Source: an optimization exercise on an open RTL-to-GDS flow (aim: small area, a short achievable clock period and few clock cycles). Production flows keep margins and buffers that such runs may drop.
Function was checked by simulation only, so behaviour that the tests miss may differ from the original.

==> flow/design.v (excerpt) <==
module ntt_pe_core #(
  parameter int DATA_SIZE_ARB = 13,
  parameter int RING_SIZE     = 16
) (
  input  logic                         clk,
  input  logic                         reset,
  input  logic                         valid,
  input  logic [DATA_SIZE_ARB-1:0]     din,
  input  logic [DATA_SIZE_ARB-1:0]     q,
  input  logic [DATA_SIZE_ARB-1:0]     twiddle_i,
  output logic [$clog2(RING_SIZE)-1:0] tw_addr,
  output logic                         busy,
  output logic [DATA_SIZE_ARB-1:0]     dout,
  output logic                         dout_valid,
  output logic                         done
);
For scale: about 3,900 cells after synthesis, about 580 flip-flops.
export LEC_CHECK = 0
export CAP_MARGIN = 20
export CORE_MARGIN = 2
export CORE_UTILIZATION = 65
export CTS_BUF_LIST = sky130_fd_sc_hd__clkbuf_8
export CTS_CLUSTER_SIZE = 30
export SLEW_MARGIN = 20
create_clock -name core_clock -period 100.0 [get_ports {clk}]
standard.sh (not shown) runs the stock make flow with config.mk's settings and CLKGATE_MAP_FILE= SYNTH_SCRIPT=/design/flow/synth_recipe.tcl, a recipe that flattens the netlist after the stock synthesis.
==> flow/flow/run.sh <==
#!/bin/bash
# The standard layout, with a plain buffer (buf_2) on every port instead of the
# delay-cell buffer that buffer_ports picks by itself.
set -euo pipefail
export BUFFER_PORTS_ARGS="-buffer_cell sky130_fd_sc_hd__buf_2"
bash standard.sh > standard_flow.log 2>&1
The first run ran to the end with no violations.
Testbench counts at the start, summed over its fixed seeds: cycles 3,424.
Edit:
Settings changed: CORE_UTILIZATION 65 to 72.
Effect: The new run produced a clean layout. Utilization came out higher by 6.7 points. First-iteration DRC count came out higher by 5.9%. Register-to-register slack is worse by 0.03 ns. Clock-buffer cell count came out lower by 2. Worst setup slack is worse by 0.011 ns. Sequential share of layout area came out higher by 0.19 points.

---

## run 1
ntt_pe_core, a different RTL version from the one above (not shown whole).
For scale: roughly 4000 cells after synthesis, about 580 flip-flops, about 62 I/O pins.
clock: 100.0 ns
lec_check: 0
cap_margin: 20
core_margin: 2
core_utilization: 40
slew_margin: 20
run.sh (not shown) runs the stock make flow with config.mk's settings and CLKGATE_MAP_FILE= SYNTH_SCRIPT=/design/flow/synth_recipe.tcl, a recipe that flattens the netlist after the stock synthesis.
Stock flow here: none of the scripts above is used.
Run 1 ran to completion and came out clean on the timing, DRC and antenna checks.
Testbench counts of run 1, summed over its fixed seeds: cycles 3,424.
What run 2 does differently from run 1 at the input level:
# run 1
export LEC_CHECK = 0
export CAP_MARGIN = 20
export CORE_MARGIN = 2
export CORE_UTILIZATION = 40
export SLEW_MARGIN = 20
create_clock -name core_clock -period 100.0 [get_ports {clk}]
# run 2
export LEC_CHECK = 0
export CAP_MARGIN = 20
export CORE_MARGIN = 2
export CORE_UTILIZATION = 65
export CTS_BUF_LIST = sky130_fd_sc_hd__clkbuf_8
export CTS_CLUSTER_SIZE = 30
export SLEW_MARGIN = 20
create_clock -name core_clock -period 100.0 [get_ports {clk}]
==> flow/flow/run.sh (new file) <==
#!/bin/bash
# The standard layout, with a plain buffer (buf_2) on every port instead of the
# delay-cell buffer that buffer_ports picks by itself.
set -euo pipefail
export BUFFER_PORTS_ARGS="-buffer_cell sky130_fd_sc_hd__buf_2"
bash standard.sh > standard_flow.log 2>&1
==> flow/standard.sh (new file) <==
#!/bin/bash
# synth_recipe.tcl (not shown) runs the flow's synth.tcl, then flattens the netlist and writes it again
# the make line also repeats each setting of config.mk as NAME=value (left out here)
make -C /OpenROAD-flow-scripts/flow DESIGN_CONFIG=/design/flow/config.mk WORK_HOME=/design/flow/orfs CLKGATE_MAP_FILE= SYNTH_SCRIPT=/design/flow/synth_recipe.tcl "${@:-finish}"
removed: flow/run.sh
Notes after the runs:
Re post-synthesis instance total: no difference whatsoever between run 1 and run 2. Run 2 and run 1 ended up with roughly the same global-route wire length before repair. Run 2: layout overhead on the synthesized area 3.6 points below run 1.
Input changes introduced in run 3 (baseline for comparison: run 2):
# run 2
export LEC_CHECK = 0
export CAP_MARGIN = 20
export CORE_MARGIN = 2
export CORE_UTILIZATION = 65
export CTS_BUF_LIST = sky130_fd_sc_hd__clkbuf_8
export CTS_CLUSTER_SIZE = 30
export SLEW_MARGIN = 20
create_clock -name core_clock -period 100.0 [get_ports {clk}]
# run 3
export LEC_CHECK = 0
export CAP_MARGIN = 20
export CORE_MARGIN = 2
export CORE_UTILIZATION = 40
export CTS_BUF_LIST = sky130_fd_sc_hd__clkbuf_8
export CTS_CLUSTER_SIZE = 30
export SLEW_MARGIN = 20
create_clock -name core_clock -period 100.0 [get_ports {clk}]
==> flow/run.sh (new file) <==
#!/bin/bash
# synth_recipe.tcl (not shown) runs the flow's synth.tcl, then flattens the netlist and writes it again
# the make line also repeats each setting of config.mk as NAME=value (left out here)
make -C /OpenROAD-flow-scripts/flow DESIGN_CONFIG=/design/flow/config.mk WORK_HOME=/design/flow/orfs CLKGATE_MAP_FILE= SYNTH_SCRIPT=/design/flow/synth_recipe.tcl finish
removed: flow/flow/run.sh
removed: flow/standard.sh
==> comparison <==
Of the two values seen for highest-delay cell along the critical path, sky130_fd_sc_hd__dfxtp_1 was produced by run 2 and sky130_fd_sc_hd__clkdlybuf4s50_1 by run 3.
Comparing run 2 and run 3, the higher proportion of cell area occupied by multi-input gates was measured on run 2.
Per the comparison of run 3 with run 2, final non-filler cell area moved up.
> inputs changed (run 3 -> run 4)
# run 3
export LEC_CHECK = 0
export CAP_MARGIN = 20
export CORE_MARGIN = 2
export CORE_UTILIZATION = 40
export CTS_BUF_LIST = sky130_fd_sc_hd__clkbuf_8
export CTS_CLUSTER_SIZE = 30
export SLEW_MARGIN = 20
create_clock -name core_clock -period 100.0 [get_ports {clk}]
# run 4
export LEC_CHECK = 0
export CAP_MARGIN = 20
export CORE_MARGIN = 2
export CORE_UTILIZATION = 60
export CTS_BUF_LIST = sky130_fd_sc_hd__clkbuf_8
export CTS_CLUSTER_SIZE = 30
export SLEW_MARGIN = 20
create_clock -name core_clock -period 100.0 [get_ports {clk}]
- [compare] base=run 3 new=run 4: worst setup slack +0.026 ns; met1 layer usage reported by global route +13 points; hold slack -0.0033 ns; global-route usage +11 points.
- The routed wire length of run 3 and that of run 4 are within noise of each other.
- When run 4 is measured against run 3, its final weighted congestion in routability-driven placement turns out 7.3% higher.
- Diff run 3 and run 4: per-cell via count in the routed design higher in run 4
- Run 4 reached the final stage; the timing, DRC and antenna checks on its layout passed.
- Final-layout clock buffer total down about 2.8% in run 4 wrt run 3
- Compared with run 3, run 4 shows a lower design area.

---

Setup of the reference run:
ntt_pe_core, a different RTL version from the one above (not shown whole).
Size: about 3,900 cells after synthesis, roughly 62 I/O pins, roughly 41,000 µm² of cells after synthesis.
make LEC_CHECK=0 CAP_MARGIN=20 CORE_MARGIN=2 CORE_UTILIZATION=60 CTS_BUF_LIST=sky130_fd_sc_hd__clkbuf_8 CTS_CLUSTER_SIZE=30 SLEW_MARGIN=20 finish   # period 100.0 ns
Stock flow here: none of the scripts above is used.
The reference run | stages: all done | timing, DRC, antenna: all pass
Testbench counts of the reference run, summed over its fixed seeds: cycles 3,424.
The following lists how the trial run was set up differently from the reference run:
Settings: changing CORE_UTILIZATION from 60 to 65.
==> flow/flow/run.sh (new file) <==
#!/bin/bash
# The standard layout, with a plain buffer (buf_2) on every port instead of the
# delay-cell buffer that buffer_ports picks by itself.
set -euo pipefail
export BUFFER_PORTS_ARGS="-buffer_cell sky130_fd_sc_hd__buf_2"
bash standard.sh > standard_flow.log 2>&1
==> flow/standard.sh (new file) <==
#!/bin/bash
# synth_recipe.tcl (not shown) runs the flow's synth.tcl, then flattens the netlist and writes it again
# the make line also repeats each setting of config.mk as NAME=value (left out here)
make -C /OpenROAD-flow-scripts/flow DESIGN_CONFIG=/design/flow/config.mk WORK_HOME=/design/flow/orfs CLKGATE_MAP_FILE= SYNTH_SCRIPT=/design/flow/synth_recipe.tcl "${@:-finish}"
removed: flow/run.sh
The reference run ended up with clkdlybuf4s50_1 as its library cell contributing the largest single delay on the critical path; the trial run ended up with dfxtp_1.
From the reference run to the trial run the numbers moved as follows: initial core utilization increased by 4.5 points relative to the old numbers, final critical path time including I/O delays and setup decreased by 0.63 ns relative to the old numbers.
Comparing the reference run and the trial run, the lower smallest setup slack after layout was measured on the reference run.

separate check: timing with driven ports:
The flow's constraints put no driver on any port. The routed layouts listed below were extracted and timed again, unchanged, in two steps.
Step 1, drivers: a clkbuf_16 drives clk and a buf_2 each remaining input, both assumed.
Step 2 also shifts input and output timing later by t, the mid clock arrival at the registers, as if the neighbouring blocks saw the same clock.
Three values: ideal, step 1, step 2; two values: the first two.
run	t, ns	slack for setup (ns)	clock arrival spread, ns
the first run of note 1	0.780	78.811 / 78.745 / 79.193	0.055 / 0.055
the second run of note 1	0.773	78.800 / 78.738 / 79.229	0.036 / 0.036
run 1	0.712	78.460 / 78.387 / 78.564	0.060 / 0.060
run 2	0.744	78.820 / 78.762 / 78.872	0.053 / 0.054
run 3	0.809	78.377 / 78.307 / 78.550	0.063 / 0.062
run 4	0.764	78.404 / 78.340 / 78.521	0.043 / 0.043
the reference run	0.768	78.214 / 78.148 / 78.325	0.038 / 0.037
the trial run	0.754	78.841 / 78.776 / 78.893	0.039 / 0.039
After both steps setup and hold are still met in every run listed.
